Context: an optimization exercise on an open-source flow, tuned for small area, a short achievable clock period and few clock cycles per item. The choices shown serve that exercise and are no tape-out recipe.
No functional check of the RTL was part of any run shown here.
No activity file was given, so power comes from the tool's default toggle rates.

==> flow/design.v, too long to show whole: its modules and the start of the top module <==
// module hcil_seq: 74 lines
// module hcil_datapath: 173 lines
// module hcil_mul_err: 972 lines
// module hcil_mul_ref: 693 lines
// module hbridge_current_integral_loop_core: 81 lines
module hbridge_current_integral_loop_core
#(
  parameter int SAMPLE_BITS   = 12,
  parameter int FRACTION_BITS = 8,
  localparam int IN_W = ((4 * SAMPLE_BITS + 2 + 7) / 8) * 8
) (
  input  logic                 clk,
  input  logic                 rst,
  input  logic                 s_axis_tvalid,
  output logic                 s_axis_tready,
  input  logic [IN_W-1:0]      s_axis_tdata,
  output logic                 m_axis_tvalid,
  input  logic                 m_axis_tready,
  output logic [OUT_W-1:0]     m_axis_tdata,
  input  logic                 cfg_wr_en,
  input  logic [CFG_ADR_W-1:0] cfg_addr,
  input  logic [CFG_W-1:0]     cfg_wdata
);
  // ...
==> flow/run.sh <==
#!/bin/bash
# synth_recipe.tcl (not shown) runs the flow's synth.tcl, then flattens the netlist and writes it again
# the make line also repeats each setting of config.mk as NAME=value (left out here)
make -C /OpenROAD-flow-scripts/flow DESIGN_CONFIG=/design/flow/config.mk WORK_HOME=/design/flow/orfs CLKGATE_MAP_FILE= SYNTH_SCRIPT=/design/flow/synth_recipe.tcl finish
==> flow/config.mk <==
export PLATFORM = sky130hd
export DESIGN_NAME = hbridge_current_integral_loop_core
export DESIGN_NICKNAME = hbridge_current_integral_loop_core
export VERILOG_FILES = /design/flow/design.v
export SDC_FILE = /design/flow/constraint.sdc
export NUM_CORES = 4
export LEC_CHECK = 0
export CAP_MARGIN = 20
export CORE_MARGIN = 2
export CORE_UTILIZATION = 40
export SLEW_MARGIN = 20
==> flow/constraint.sdc <==
create_clock -name core_clock -period 10.0 [get_ports {clk}]
set_input_delay 2.0000 -clock core_clock [delete_from_list [all_inputs] [get_ports {clk}]]
set_output_delay 2.0000 -clock core_clock [all_outputs]
set_load 0.01 [all_outputs]
==> results_dict.tcl, run 1 <==
set metrics [dict create \
    outcome "finished clean" \
    gp_congestion 0.885 \
    fin_nets 5164 \
    io_buffers 124 \
    cts_tree "done" \
    wl_um 108000 \
    seq-cell-share 0.222 \
    synthMuxAreaShare 0.00670 \
    grt_setup_unrepaired "no" \
    async_flop_share 0 \
    arrival_ns 8.34 \
    initial_utilization 0.403 \
    path_buf_inv 2 \
    first_pass_iters 6 \
    die_area_sq_um 98100 \
    synthesis.area_sq_um 38300 \
    r2r_end "u_datapath.acc[5]" \
    clk_pin_slew_ns 0.08 \
    max_freq_ghz 0.128 \
    track_usage 0.218 \
    yosys.cell_types.count 76 \
    min_period_ns 7.83 \
    crit_slowest_cell "nor3_1" \
    vias_per_cell 5.58 \
    ys_top_cells_by_count "nand2_1 (527), a21oi_1 (519), inv_1 (446)" \
    fin_setup_tns_ns 0 \
    synth-compound-area-share 0.231 \
    final-seq-area_sq_um 9210 \
    final_cell_mix "nand2_1 (526), a21oi_1 (519), inv_1 (445), nor2_1 (390), o21ai_0 (344)" \
    core_sq_um 94900 \
    grt_pass1_vias 30500 \
    avgSynthCellArea_sq_um 8.13 \
    cp_top_family "simple AND/OR/NAND/NOR gates" \
    vias 32500 \
    holdPathEnd "u_datapath.fw4" \
    r2r_cells 24 \
    numSequentialCells 358 \
    synth_simple_gate_area_frac 0.132 \
]
==> run 2: changes to the inputs <==
--- a/flow/config.mk
+++ b/flow/config.mk
@@ -8,4 +8,5 @@
 export CAP_MARGIN = 20
 export CORE_MARGIN = 2
 export CORE_UTILIZATION = 40
+export SETUP_SLACK_MARGIN = 5
 export SLEW_MARGIN = 20
==> run 2 against run 1 <==
Effect of this change:
- synthesized cell count stayed put
- register-to-register slack improved by 1.5 ns
- clock skew rose by 0.0014 ns
- non-clock buffer count rose by 19
- hold slack worse by 0.00095 ns
- fmax grew 24%
- setup slack gained 1.5 ns
- count of clock-buffer cells in the layout is 5 higher
- first-iteration DRC count is 8.0% higher
- total power is 1.4% higher
- critical path depth stayed put
- flip-flop and latch count unchanged
==> results_dict.tcl, run 2 <==
set metrics [dict create \
    drt.antenna.violating_nets 0 \
    crit_path_end_kind "flop" \
    wl_met2_um 49300 \
    reg2reg_from "u_datapath.es4[0]" \
    gp_congestion 0.865 \
    slew_violations 0 \
    io_buffers 124 \
    largest_reg_flops 80 \
    fin_setup_tns_ns 0 \
    ir_drop_uv 221 \
    synthesis.area_sq_um 38300 \
    h-tree-depth 2 \
    ys.flop_type "edfxtp_1" \
    final_cell_mix "nand2_1 (527), a21oi_1 (515), inv_1 (445), nor2_1 (388), o21ai_0 (344)" \
    reg2reg_slack_ns 3.69 \
    core_sq_um 94900 \
    area_growth_pct 10.0 \
    min_period_ns 6.31 \
    required_ns 10.31 \
    async_flop_share 0 \
    clk_pin_slew_ns 0.06 \
    synth_seq_cells 358 \
    yosysWarnings 3 \
    antenna_found_initial 1 \
    wl_um 107000 \
    fin_area_sq_um 42100 \
    yosys.area.top_type "fa_1" \
    drive_gt1_frac 0.0602 \
    routedWlPerCell_um 18.3 \
    top_regs "cfg x80, u_datapath.ec4 x31, u_datapath.es4 x30" \
    vias_per_cell 5.60 \
    clk_path_buf_depth 3 \
    arrival_ns 6.61 \
    total_leakage_power_nw 17.1 \
    top_layer "met4" \
    numCtsBuffers 44 \
    grt_pass1_wl_um 172000 \
    die_area_sq_um 98100 \
    hp-start "u_datapath.en1" \
    vias 32800 \
    hold_viol_final 0 \
    dpl_cell_area_sq_um 40200 \
    hold_ws_ns 0.421 \
    yosys.cell_types.count 76 \
    grt_overflow 0 \
    synth_area_leaders "fa_1 (17%), edfxtp_1 (16%), dfxtp_1 (8.2%)" \
    avgSynthCellArea_sq_um 8.13 \
    die_h_um 313 \
    r2r_end "u_seq.out_fwd[3]" \
    slew_headroom 0.235 \
    dr_wl_met3_um 6840 \
    cp_max_fo 6 \
    cts_sinks 358 \
    track_usage 0.215 \
    fin_util 0.444 \
    initial_utilization 0.403 \
    total_power_mw 16.4 \
    worst-slew-pin-transition_ns 1.15 \
    holdPathEnd "u_datapath.en2" \
    hp-class "reg2reg" \
    cts_tree "done" \
    first_pass_iters 6 \
    rows 113 \
    post-dp-hpwl_um 76500 \
    final_common_cell "nand2_1" \
    fin_nets 5184 \
    grt_start_max_net_pins 95 \
    grt_setup_unrepaired "yes" \
    clk_latency_ns 0.60 \
    outcome "finished clean" \
    synth_edf_count 202 \
    drt_iter0_markers 3274 \
    cap_violations 0 \
    syn_inst 4705 \
    largest-register "cfg" \
    drt-met1-wl_um 48400 \
    setup-violations-final 0 \
    grt_pass1_vias 30400 \
    io_pins 138 \
    synth.top_cell.area_share 0.171 \
    worstSetupPathType "reg2reg" \
    skew_ns 0.0311 \
    drc_errors 0 \
    r2r_cells 24 \
    hold_depth 0 \
    cts_root_buffer "clkbuf_16" \
    finalCritPeriodShare 0.631 \
    ys_top_cells_by_count "nand2_1 (527), a21oi_1 (519), inv_1 (446)" \
    die_w_um 313 \
    cp-start-kind "flop" \
    synth-seq-area-share 0.240 \
    max_freq_ghz 0.159 \
    power_density_nw_per_um2 389 \
    yosysMostFrequentCell "nand2_1" \
]
run 2: cell count changes in the layout (fill, tap and decap cells not counted), moves of 4 or more:
cell,delta
a21oi_2,+4
inv_4,+4
o32ai_2,+6
buf_6,+7
clkinv_1,-8
mux2i_1,-12
a21oi_1,-4
mux2i_4,+12
o32ai_1,-6
buf_4,+8
clkbuf_16,+4
run 2: stage by stage:
stage	cells	setup WS (ns)
2_1_floorplan	4711	4.22
3_3_place_gp	5748	2.69
3_5_place_dp	5749	2.96
4_1_cts	5847	3.58
5_1_grt	5851	3.46
6_report	5852	3.69
run 2: worst max-delay path by stage:
stage	start	end	slack, ns
after floorplan	u_datapath.es4[0]	u_seq.out_fwd[1]	4.22
after global routing	u_datapath.es4[0]	u_seq.out_fwd[3]	3.46
final	u_datapath.es4[0]	u_seq.out_fwd[3]	3.69
after detailed placement	u_datapath.ec4[1]	u_datapath.acc[2]	2.96
after global placement	u_datapath.ec4[1]	u_datapath.acc[1]	2.69
after CTS	u_datapath.ecy4	u_seq.out_fwd[0]	3.58
run 2: logic make-up after synthesis:
family          synth area share
mux                      0.00670
compound gates             0.231
xor+xnor                  0.0364
flops                      0.240
fa+ha+maj                  0.262
simple gates               0.132
other cells            0.0000980
buf+inv                   0.0915
run 2: layout make-up:
class	instances	area, sq um
fillers	9302	52800
multi-input cells	3455	26000
flip-flops and latches	358	9210
repair buffers	234	2150
inverters	457	1720
well taps	1265	1580
clock buffers	58	1230
clock inverters	24	219
diodes	1	2.50
run 2: layer usage:
layer / vias to the layer above / track usage
met4: 0 / 0.0563
met5: - / 0
met2: 1026 / 0.345
met1: 15800 / 0.307
met3: 147 / 0.0272
li1: 15800 / -
run 2: report_power, final:
group | internal [mW] | leakage [nW] | total (mW) | switching, mW
sequential | 2.60 | 3.43 | 2.84 | 0.240
clock | 0.928 | 0.723 | 1.60 | 0.672
combinational | 5.06 | 12.9 | 11.9 | 6.86
total | 8.59 | 17.1 | 16.4 | 7.77
run 2: repair_timing:
action | in CTS | in global routing
buffers inserted | 14 | 4
endpoints found under the hold margin | 0 | 0
gates cloned | 2 | 0
hold buffers | 0 | 0
pin swaps | 27 | 25
setup endpoints to repair | 64 | 67
resized for setup | 44 | 8
run 2: worst max-delay path, stage by stage, from the launching register on:
cell	delay [ns]
edfxtp_1	0.39
fa_1	0.52
ha_4	0.19
fa_2	0.34
a211o_1	0.31
a211oi_4	0.33
nor3_4	0.08
o22ai_2	0.18
o21bai_1	0.12
and2_4	0.17
o21a_1	0.18
nor2_2	0.16
xnor2_2	0.15
ha_1	0.26
and4_1	0.22
a221oi_2	0.23
o21a_2	0.21
nand4b_1	0.09
or4_1	0.40
or4_4	0.44
nor3_4	0.27
o2111ai_4	0.22
clkbuf_16	0.25
mux2i_4	0.24
o21ai_1	0.09
==> module hcil_datapath, before the edit <==
module hcil_datapath
#(
  parameter int SAMPLE_BITS = 12
) (
  input  logic                   clk,
  input  logic                   rst,
  input  logic                   run,
  input  hcil_pkg::cfg_t         cfg,
  input  logic                   in_valid,
  input  logic [SAMPLE_BITS-1:0] current_sample_a,
  input  logic [SAMPLE_BITS-1:0] reference_sample_a,
  input  logic [SAMPLE_BITS-1:0] current_sample_b,
  input  logic [SAMPLE_BITS-1:0] reference_sample_b,
  input  logic                   drive_enable,
  input  logic                   direction_forward,
  output logic                   out_valid,
  output logic [REG_W-1:0]       duty,
  output logic                   fwd,
  output logic                   rev,
  output logic                   in_band
);
  localparam int S     = SAMPLE_BITS;
  localparam int FC_W  = 20;    
  localparam int FR_W  = 21;    
  localparam int ERR_W = 22;
  localparam int RN_W  = 23;    
  localparam int INC_W = 31;    
  localparam int ACC_W = REG_W + INT_FRAC;
  logic             v1;
  logic [S:0]       sc1;
  logic [S:0]       sr1;
  logic             en1, fw1;
  always_ff @(posedge clk) begin
    if (rst) begin
      v1 <= 1'b0;
    end else if (run) begin
      v1 <= in_valid;
    end
  end
  always_ff @(posedge clk) begin
    if (run) begin
      sc1 <= {1'b0, current_sample_a} + {1'b0, current_sample_b};
      sr1 <= {1'b0, reference_sample_a} + {1'b0, reference_sample_b};
      en1 <= drive_enable;
      fw1 <= direction_forward;
    end
  end
  logic                    v2;
  logic [FC_W-1:0]         fc;
  logic signed [FC_W+1:0]  fc_sum;
  logic [RN_W-1:0]         rs, rc, rs2, rc2;
  logic                    rcy, rcy2;
  logic                    en2, fw2;
  assign fc_sum = $signed({2'b00, fc})
                + $signed({2'b00, cfg.center, 8'd0})
                - $signed({2'b00, sc1, 7'd0});
  hcil_mul_ref u_mul_ref (
    .a  ({1'b0, sr1}),
    .b  (cfg.scale),
    .o  (cfg.offset),
    .s  (rs),
    .c  (rc),
    .cy (rcy)
  );
  always_ff @(posedge clk) begin
    if (rst) begin
      v2 <= 1'b0;
      fc <= '0;
    end else if (run) begin
      v2 <= v1;
      if (v1) begin
        fc <= fc_sum[FC_W+1] ? '0 : fc_sum[FC_W:1];
      end
    end
  end
  always_ff @(posedge clk) begin
    if (run) begin
      rs2  <= rs;
      rc2  <= rc;
      rcy2 <= rcy;
      en2  <= en1;
      fw2  <= fw1;
    end
  end
  logic                    v3;
  logic signed [FR_W-1:0]  fr;
  logic [FR_W:0]           fr_sum;
  logic [ERR_W:0]          err_x;
  logic signed [ERR_W-1:0] err3;
  logic                    en3, fw3;
  assign fr_sum = {fr[FR_W-1], fr} + rs2[FR_W:0] + rc2[FR_W:0] + {{FR_W{1'b0}}, rcy2};
  assign err_x  = {{2{fr[FR_W-1]}}, fr} + rs2 + rc2 + {{ERR_W{1'b0}}, rcy2}
                - {2'b00, fc, 1'b0};
  always_ff @(posedge clk) begin
    if (rst) begin
      v3 <= 1'b0;
      fr <= '0;
    end else if (run) begin
      v3 <= v2;
      if (v2) begin
        fr <= fr_sum[FR_W:1];
      end
    end
  end
  always_ff @(posedge clk) begin
    if (run) begin
      err3 <= err_x[ERR_W:1];
      en3  <= en2;
      fw3  <= fw2;
    end
  end
  logic                    v4;
  logic [INC_W-1:0]        es, ec, es4, ec4;
  logic                    ecy, ecy4;
  logic signed [ERR_W-1:0] band_p;
  logic                    inb4;
  logic                    en4, fw4;
  hcil_mul_err u_mul_err (
    .a  (err3),
    .b  (cfg.gain),
    .s  (es),
    .c  (ec),
    .cy (ecy)
  );
  assign band_p = $signed({2'b00, cfg.band, 8'd0});
  always_ff @(posedge clk) begin
    if (rst) begin
      v4 <= 1'b0;
    end else if (run) begin
      v4 <= v3;
    end
  end
  always_ff @(posedge clk) begin
    if (run) begin
      es4  <= es;
      ec4  <= ec;
      ecy4 <= ecy;
      inb4 <= (err3 < band_p) && (-err3 < band_p);
      en4  <= en3;
      fw4  <= fw3;
    end
  end
  logic [ACC_W-1:0]        acc;
  logic [INC_W-1:0]        acc_sum;
  logic [INC_W-1:0]        acc_over;
  logic [ACC_W-1:0]        acc_lim;
  logic [ACC_W-1:0]        acc_new;
  assign acc_lim  = {cfg.limit, 16'd0};
  assign acc_sum  = {3'b000, acc} + es4 + ec4 + {{(INC_W-1){1'b0}}, ecy4};
  assign acc_over = {3'b000, acc} + es4 + ec4 + {{(INC_W-1){1'b0}}, ecy4}
                  + ~{3'b000, acc_lim};
  always_comb begin
    if (acc_sum[INC_W-1]) begin
      acc_new = '0;
    end else if (!acc_over[INC_W-1]) begin
      acc_new = acc_lim;
    end else begin
      acc_new = acc_sum[ACC_W-1:0];
    end
  end
  always_ff @(posedge clk) begin
    if (rst) begin
      acc <= '0;
    end else if (run && v4) begin
      acc <= acc_new;
    end
  end
  assign out_valid = v4 && run;
  assign duty      = acc_new[ACC_W-1 -: REG_W];
  assign fwd       = en4 && fw4;
  assign rev       = en4 && !fw4;
  assign in_band   = inb4;
endmodule
==> run 3: changes to the inputs <==
--- a/flow/design.v
+++ b/flow/design.v
@@ -229,9 +229,17 @@
   logic [ERR_W:0]          err_x;
   logic signed [ERR_W-1:0] err3;
   logic                    en3, fw3;
-  assign fr_sum = {fr[FR_W-1], fr} + rs2[FR_W:0] + rc2[FR_W:0] + {{FR_W{1'b0}}, rcy2};
-  assign err_x  = {{2{fr[FR_W-1]}}, fr} + rs2 + rc2 + {{ERR_W{1'b0}}, rcy2}
-                - {2'b00, fc, 1'b0};
+  logic [ERR_W:0]          fx, k1s, k1c, nfc, k2s, k2c;
+  assign fx     = {{2{fr[FR_W-1]}}, fr};
+  assign k1s    = fx ^ rs2 ^ rc2;
+  assign k1c    = {(fx[ERR_W-1:0] & rs2[ERR_W-1:0]) | (fx[ERR_W-1:0] & rc2[ERR_W-1:0])
+                   | (rs2[ERR_W-1:0] & rc2[ERR_W-1:0]), rcy2};
+  assign nfc    = ~{2'b00, fc, 1'b0};
+  assign k2s    = k1s ^ k1c ^ nfc;
+  assign k2c    = {(k1s[ERR_W-1:0] & k1c[ERR_W-1:0]) | (k1s[ERR_W-1:0] & nfc[ERR_W-1:0])
+                   | (k1c[ERR_W-1:0] & nfc[ERR_W-1:0]), 1'b1};
+  assign fr_sum = k1s[FR_W:0] + k1c[FR_W:0];
+  assign err_x  = k2s + k2c;
   always_ff @(posedge clk) begin
     if (rst) begin
       v3 <= 1'b0;
@@ -281,15 +289,25 @@
       fw4  <= fw3;
     end
   end
+  logic                    v5;
   logic [ACC_W-1:0]        acc;
+  logic [INC_W-1:0]        ax, a1s, a1c, nlim, a2s, a2c;
   logic [INC_W-1:0]        acc_sum;
   logic [INC_W-1:0]        acc_over;
   logic [ACC_W-1:0]        acc_lim;
   logic [ACC_W-1:0]        acc_new;
+  logic                    inb5, en5, fw5;
   assign acc_lim  = {cfg.limit, 16'd0};
-  assign acc_sum  = {3'b000, acc} + es4 + ec4 + {{(INC_W-1){1'b0}}, ecy4};
-  assign acc_over = {3'b000, acc} + es4 + ec4 + {{(INC_W-1){1'b0}}, ecy4}
-                  + ~{3'b000, acc_lim};
+  assign ax       = {3'b000, acc};
+  assign a1s      = ax ^ es4 ^ ec4;
+  assign a1c      = {(ax[INC_W-2:0] & es4[INC_W-2:0]) | (ax[INC_W-2:0] & ec4[INC_W-2:0])
+                     | (es4[INC_W-2:0] & ec4[INC_W-2:0]), ecy4};
+  assign nlim     = ~{3'b000, acc_lim};
+  assign a2s      = a1s ^ a1c ^ nlim;
+  assign a2c      = {(a1s[INC_W-2:0] & a1c[INC_W-2:0]) | (a1s[INC_W-2:0] & nlim[INC_W-2:0])
+                     | (a1c[INC_W-2:0] & nlim[INC_W-2:0]), 1'b0};
+  assign acc_sum  = a1s + a1c;
+  assign acc_over = a2s + a2c;
   always_comb begin
     if (acc_sum[INC_W-1]) begin
       acc_new = '0;
@@ -301,16 +319,27 @@
   end
   always_ff @(posedge clk) begin
     if (rst) begin
+      v5  <= 1'b0;
       acc <= '0;
-    end else if (run && v4) begin
-      acc <= acc_new;
+    end else if (run) begin
+      v5 <= v4;
+      if (v4) begin
+        acc <= acc_new;
+      end
+    end
+  end
+  always_ff @(posedge clk) begin
+    if (run) begin
+      inb5 <= inb4;
+      en5  <= en4;
+      fw5  <= fw4;
     end
   end
-  assign out_valid = v4 && run;
-  assign duty      = acc_new[ACC_W-1 -: REG_W];
-  assign fwd       = en4 && fw4;
-  assign rev       = en4 && !fw4;
-  assign in_band   = inb4;
+  assign out_valid = v5 && run;
+  assign duty      = acc[ACC_W-1 -: REG_W];
+  assign fwd       = en5 && fw5;
+  assign rev       = en5 && !fw5;
+  assign in_band   = inb5;
 endmodule
 module hcil_mul_err (
   input  logic [21:0] a,
--- a/flow/config.mk
+++ b/flow/config.mk
@@ -8,5 +8,4 @@
 export CAP_MARGIN = 20
 export CORE_MARGIN = 2
 export CORE_UTILIZATION = 40
-export SETUP_SLACK_MARGIN = 5
 export SLEW_MARGIN = 20
==> run 3 against run 2 <==
Effect of this change:
- register-to-register slack better by 0.90 ns
- hold slack worse by 0.0029 ns
- setup slack better by 0.90 ns
- area after synthesis fell by 0.26%
- final cell count down 2.0%
- total power grew 2.0%
- combinational power barely moved
- die area decreased by 0.26%
- non-clock buffer count shrank 26
- flip-flop and latch count rose by 4
- first-iteration DRC count fell by 5.6%
- largest power group unchanged
==> results_dict.tcl, run 3 <==
set metrics [dict create \
    switchingPower_mw 7.98 \
    drt_iter0_markers 3090 \
    h-tree-depth 2 \
    grt_start_max_net_pins 103 \
    vias 32200 \
    initial_utilization 0.403 \
    cts_hold_buf 0 \
    yosys.area.top_type "fa_1" \
    internal_power_mw 8.70 \
    largest_reg_flops 80 \
    min_period_ns 5.41 \
    numCtsBuffers 44 \
    power_density_nw_per_um2 401 \
    clockPowerShare 0.104 \
    setup_ws_ns 4.59 \
    antenna_found_initial 0 \
    layout.cells.non_filler 5735 \
    outcome "finished clean" \
    core_sq_um 94700 \
    largest-register "cfg" \
    max_freq_ghz 0.185 \
    ys.flop_type "edfxtp_1" \
    pwr-share-seq 0.167 \
    yosys.cell_types.count 76 \
    top_regs "cfg x80, u_datapath.ec4 x31, u_datapath.es4 x30" \
    vias_per_cell 5.61 \
    area_growth_pct 8.96 \
    die_w_um 313 \
    io_buffers 124 \
    reg2reg_slack_ns 4.59 \
    async_flop_share 0 \
    track_usage 0.217 \
    rows 113 \
    drt.antenna.violating_nets 0 \
    postCtsSetupBuffers 0 \
    antenna_cells 0 \
    slew_headroom 0.264 \
    die_h_um 313 \
    cts_tree "done" \
    finalCritPeriodShare 0.541 \
    yosysMostFrequentCell "inv_1" \
    crit_path_end_kind "flop" \
    avgSynthCellArea_sq_um 8.33 \
    fin_nets 5096 \
    setup-violations-final 0 \
    dpl_worst_slack_ns 4.62 \
    worstSetupPathType "reg2reg" \
    cap_violations 0 \
    die_area_sq_um 97900 \
    drc_errors 0 \
    hp-class "reg2reg" \
    clk_path_buf_depth 3 \
    multi_input_area_sq_um 25300 \
    cp-start-kind "flop" \
    grt_pass1_wl_um 171000 \
    cts_sinks 362 \
    slew_violations 0 \
    combPwrFrac 0.730 \
    synth_edf_count 205 \
    gp_congestion 0.905 \
    grt_overflow 0 \
    wl_um 108000 \
    required_ns 10.32 \
    fin_setup_tns_ns 0 \
    grt_setup_unrepaired "no" \
    worst-slew-pin-transition_ns 1.10 \
    yosysWarnings 3 \
    grt_pass1_vias 30300 \
    skew_ns 0.0362 \
    post-dp-hpwl_um 77200 \
    cp_max_fo 59 \
    routedWlPerCell_um 18.8 \
    synth.top_cell.area_share 0.167 \
    total_leakage_power_nw 17.0 \
    synthesis.area_sq_um 38200 \
    cts_resized 0 \
    syn_inst 4581 \
    synth_area_leaders "fa_1 (17%), edfxtp_1 (16%), ha_1 (8.6%)" \
    io_pins 138 \
    nFillCells 9423 \
    clk_pin_slew_ns 0.06 \
    hold_viol_final 0 \
    final-seq-area_sq_um 9310 \
    drive_gt1_frac 0.0441 \
    dp_cells 5654 \
    cts_root_buffer "clkbuf_16" \
    synth-seq-area-share 0.244 \
    ys_top_cells_by_count "inv_1 (513), a21oi_1 (499), nand2_1 (454)" \
    arrival_ns 5.73 \
    clk_latency_ns 0.60 \
    switching_share 0.478 \
    final_common_cell "inv_1" \
    synth_seq_cells 362 \
    first_pass_iters 6 \
    final_cell_mix "inv_1 (513), a21oi_1 (498), nand2_1 (453), fa_1 (318), nor2_1 (313)" \
    ir_drop_uv 254 \
]
==> run 3: cell count changes after synthesis, moves of 20 or more <==
cell      previous run  this run
inv_1              446       513
nor2_1             392       315
o21ai_1             27         0
a21oi_1            519       499
clkbuf_1           355       311
nand2_1            527       454
ha_1               228       263
o21ai_0            345       274
nand3b_1            26         3
maj3_1              65        40
a211oi_1            65        97
==> run 3: layout make-up <==
| cell class | instances | share of cell area |
|---|---|---|
| Sequential cell | 362 | 0.224 |
| Multi-Input combinational cell | 3291 | 0.608 |
| Clock buffer | 56 | 0.0293 |
| Timing Repair Buffer | 208 | 0.0450 |
| Inverter | 528 | 0.0478 |
| Tap cell | 1265 | 0.0381 |
| Clock inverter | 25 | 0.00824 |
==> run 3: power by group through the flow <==
stage	sequential (mW)	combinational, mW	clock (mW)
after floorplan	2.78	9.21	0
after global placement	2.81	11.8	0
after detailed placement	2.82	12.1	0
after CTS	2.79	12.2	1.77
after global routing	2.82	14.0	1.83
final	2.78	12.2	1.73
==> run 3: layer usage <==
| layer | wire length [um] | vias to the layer above | GRT usage | share of wire |
|---|---|---|---|---|
| li1 | - | 15500 | - | - |
| met5 | 0 | - | 0 | 0 |
| met4 | 3280 | 0 | 0.0698 | 0.030 |
| met3 | 7170 | 181 | 0.0292 | 0.067 |
| met2 | 49200 | 1132 | 0.350 | 0.46 |
| met1 | 48000 | 15300 | 0.300 | 0.45 |
==> run 3: worst max-delay path, stage by stage, from the launching register on <==
cell and delay [ns]:
dfxtp_2 0.63, buf_4 0.57, nand2_1 0.70, o22ai_1 0.29, nor2_1 0.07, nor2_1 0.08, a221oi_1 0.08, fa_1 0.51
inv_1 0.08, fa_1 0.54, fa_1 0.55, inv_1 0.05, fa_1 0.50, fa_1 0.47
==> run 3: logic make-up (layout without fill, tap and decap cells) <==
logic type	Yosys count	after routing	share of synthesized area
AO/OA/AOI/OAI	1415	1415	0.230
XOR/XNOR	162	162	0.0374
adder cells (fa/ha/maj)	621	621	0.264
buffers and inverters	934	817	0.0955
flip-flops	362	362	0.244
multiplexers	25	25	0.00672
other	1	7	0.0000983
AND/OR/NAND/NOR	1061	1061	0.123
==> run 3: path summary, 6_finish.rpt <==
kind / start / cells after the start / end
max: cfg[27] / 13 / u_datapath.es4[14]
min: u_datapath.fw3 / 0 / u_datapath.fw4
max reg2reg: cfg[27] / 13 / u_datapath.es4[14]
min reg2reg: u_datapath.fw3 / 0 / u_datapath.fw4
==> run 3: metrics by stage <==
| step | total power [mW] | hold slack, ns | util | cell area (sq um) |
|---|---|---|---|---|
| final | 16.7 | 0.418 | 0.439 | 41600 |
| after global routing | 18.6 | 0.426 | 0.439 | 41600 |
| after CTS | 16.8 | 0.418 | 0.439 | 41600 |
| after detailed placement | 14.9 | 0.405 | 0.422 | 40000 |
| after global placement | 14.6 | 0.402 | 0.422 | 40000 |
| after floorplan | 12.0 | 0.400 | - | 38200 |
==> run 4: changes to the inputs <==
--- a/flow/config.mk
+++ b/flow/config.mk
@@ -8,4 +8,5 @@
 export CAP_MARGIN = 20
 export CORE_MARGIN = 2
 export CORE_UTILIZATION = 40
+export SETUP_SLACK_MARGIN = 5
 export SLEW_MARGIN = 20
==> run 4 against run 3 <==
Effect of this change:
- largest power group unchanged
- non-clock buffer count is the same
- largest cell class unchanged
- flip-flop and latch count stayed put
- synthesized cell count unchanged
==> results_dict.tcl, run 4 <==
set metrics [dict create \
    fin_setup_tns_ns 0 \
    core_sq_um 94700 \
    clk_latency_ns 0.59 \
    ys_top_cells_by_count "inv_1 (513), a21oi_1 (499), nand2_1 (454)" \
    synth_seq_cells 362 \
    synth.top_cell.area_share 0.167 \
    avgSynthCellArea_sq_um 8.33 \
    max_freq_ghz 0.208 \
    synth-seq-area-share 0.244 \
    cp_top_family "adder cells" \
    power_density_nw_per_um2 400 \
    antenna_cells 0 \
    clk_pin_slew_ns 0.07 \
    cts_root_buffer "clkbuf_16" \
    min_period_ns 4.81 \
    slew_violations 0 \
    numCtsBuffers 44 \
    synthesis.area_sq_um 38200 \
    cts_sinks 362 \
    clk_path_buf_depth 3 \
    first_pass_iters 5 \
    crit_path_max_incr_delay_ns 0.87 \
    gp_congestion 0.907 \
    ys.flop_type "edfxtp_1" \
    nFillCells 9427 \
    die_area_sq_um 97900 \
    finalCritPeriodShare 0.481 \
    yosysMostFrequentCell "inv_1" \
    required_ns 10.32 \
    final_cell_mix "inv_1 (513), a21oi_1 (497), nand2_1 (453), fa_1 (318), nor2_1 (312)" \
    cp_cell_sequence "buf_4, or2_2, and3_1, a221oi_1, fa_1, inv_1, fa_1, fa_1, inv_1, fa_1" \
    worst-slew-pin-transition_ns 1.07 \
    cp-start-kind "flop" \
    io_pins 138 \
    area_growth_pct 8.95 \
    grt_pass1_vias 30400 \
    wl_um 109000 \
    routedWlPerCell_um 19.0 \
    io_buffers 124 \
    final_common_cell "inv_1" \
    drive_gt1_frac 0.0447 \
    grt_overflow 0 \
    crit_slowest_cell "and3_1" \
    post-dp-hpwl_um 77600 \
    syn_inst 4581 \
    drt.antenna.violating_nets 0 \
    worstSetupPathType "reg2reg" \
    grt.met1_usage 0.303 \
    ir_drop_uv 272 \
    top_regs "cfg x80, u_datapath.ec4 x31, u_datapath.es4 x30" \
    grt-busiest-layer "met2" \
    die_w_um 313 \
    grt_start_max_net_pins 109 \
    multi_input_area_sq_um 25300 \
    yosys.cell_types.count 76 \
    vias 32300 \
    hold_ws_ns 0.418 \
    setup-violations-final 0 \
    drc_errors 0 \
    outcome "finished clean" \
    rows 113 \
    fin_nets 5096 \
    die_h_um 313 \
    synth_edf_count 205 \
    yosys.area.top_type "fa_1" \
    arrival_ns 5.13 \
    cts_tree "done" \
    hp-class "reg2reg" \
    crit_top_cell "fa_1" \
    drt_iter0_markers 2744 \
    initial_utilization 0.403 \
    cts_hold_buf 0 \
    synth_area_leaders "fa_1 (17%), edfxtp_1 (16%), ha_1 (8.6%)" \
    vias_per_cell 5.64 \
    h-tree-depth 2 \
    use_met3 0.0273 \
    track_usage 0.218 \
    largest-register "cfg" \
    async_flop_share 0 \
    grt_pass1_wl_um 172000 \
    grt_setup_unrepaired "yes" \
    final-seq-area_sq_um 9310 \
    yosysWarnings 3 \
    use_met2 0.354 \
    largest_reg_flops 80 \
    total_leakage_power_nw 17.0 \
    fin_util 0.439 \
    skew_ns 0.0318 \
    hold_viol_final 0 \
    cp_max_fo 36 \
    crit_path_end_kind "flop" \
    path_buf_inv 3 \
    slew_headroom 0.285 \
    antenna_found_initial 1 \
    cap_violations 0 \
]
[run 4: cell counts after synthesis]
No cell type changed its count.
[run 4: path summary, 6_finish.rpt]
kind | from | end | slack (ns) | depth (start not counted)
setup / recovery | cfg[33] | u_datapath.es4[19] | 5.19 | 10
hold / removal | u_datapath.inb4 | u_datapath.inb5 | 0.42 | 0
setup reg to reg | cfg[33] | u_datapath.es4[19] | 5.19 | 10
hold reg to reg | u_datapath.inb4 | u_datapath.inb5 | 0.42 | 0
[run 4: per-layer routing]
layer / wire length [um] / vias up
met2: 49800 / 1116
met3: 7000 / 192
met4: 3420 / 2
met1: 48600 / 15500
met5: 10 / -
li1: - / 15500
[run 4: final cells by class]
type / instances / share of cell area
multi-input combinational: 3291 / 0.609
sequential: 362 / 0.224
inverter: 528 / 0.0480
timing repair buffer: 208 / 0.0460
tap: 1265 / 0.0381
clock buffer: 59 / 0.0296
clock inverter: 23 / 0.00590
[run 4: where the power goes]
part | internal, mW | leakage (nW) | switching (mW)
clock network | 0.951 | 0.722 | 0.685
logic | 5.06 | 12.8 | 7.16
registers | 2.62 | 3.48 | 0.167
[run 4: cell families (layout without fill, tap and decap cells)]
logic type      count (synthesis)  count (layout)  synth area share
compound gates               1415            1415             0.230
simple gates                 1061            1061             0.123
buf+inv                       934             818            0.0955
fa+ha+maj                     621             621             0.264
flops                         362             362             0.244
xor+xnor                      162             162            0.0374
mux                            25              25           0.00672
other cells                     1               7         0.0000983
[run 4: timing repair]
action | in CTS | in global routing
setup endpoints to repair | 21 | 34
pin swaps | 0 | 1
gates resized for setup | 4 | 8
buffers inserted | 0 | 1
[run 4: stage by stage]
step	worst slack (ns)	power [mW]	instance area (sq um)	cells
4_1_cts	5.00	16.7	41500	5734
3_3_place_gp	4.73	14.7	40000	5652
2_1_floorplan	5.68	12.0	38200	4587
3_5_place_dp	4.60	15.0	40000	5652
6_report	5.19	16.6	41600	5736
5_1_grt	4.98	18.6	41600	5736

-- re-timing with driven ports --
No port has a modelled driver above. Below, the same layouts with a new extraction and two added sets of constraints.
Step 1: set_driving_cell puts a clkbuf_16 on clk and a buf_2 on each other input, an assumption about the parent block.
Step 2 adds t to the input delays and takes it off the output delays; t is the mean of the earliest and latest rising clock arrival at the registers after step 1. Input paths then give back, and output paths get back, about the clock's delay inside the block.
a / b / c = ideal ports / drivers / drivers and shift; a / b = the first two.
run | t, ns | setup WS [ns] | hold slack, ns | worst setup path after step 2
run 1 | 0.639 | 2.165 / 2.165 / 2.165 | 0.422 / 0.422 / 0.422 | register to register
run 2 | 0.643 | 3.695 / 3.695 / 3.695 | 0.421 / 0.421 / 0.421 | register to register
run 3 | 0.648 | 4.590 / 4.590 / 4.590 | 0.418 / 0.418 / 0.418 | register to register
run 4 | 0.639 | 5.195 / 5.195 / 5.042 | 0.418 / 0.418 / 0.418 | input to register
After both steps every run listed still meets setup and hold. The setup slack of run 4, which loses most, moves by 0.000 ns with the drivers and by -0.153 ns with both steps.
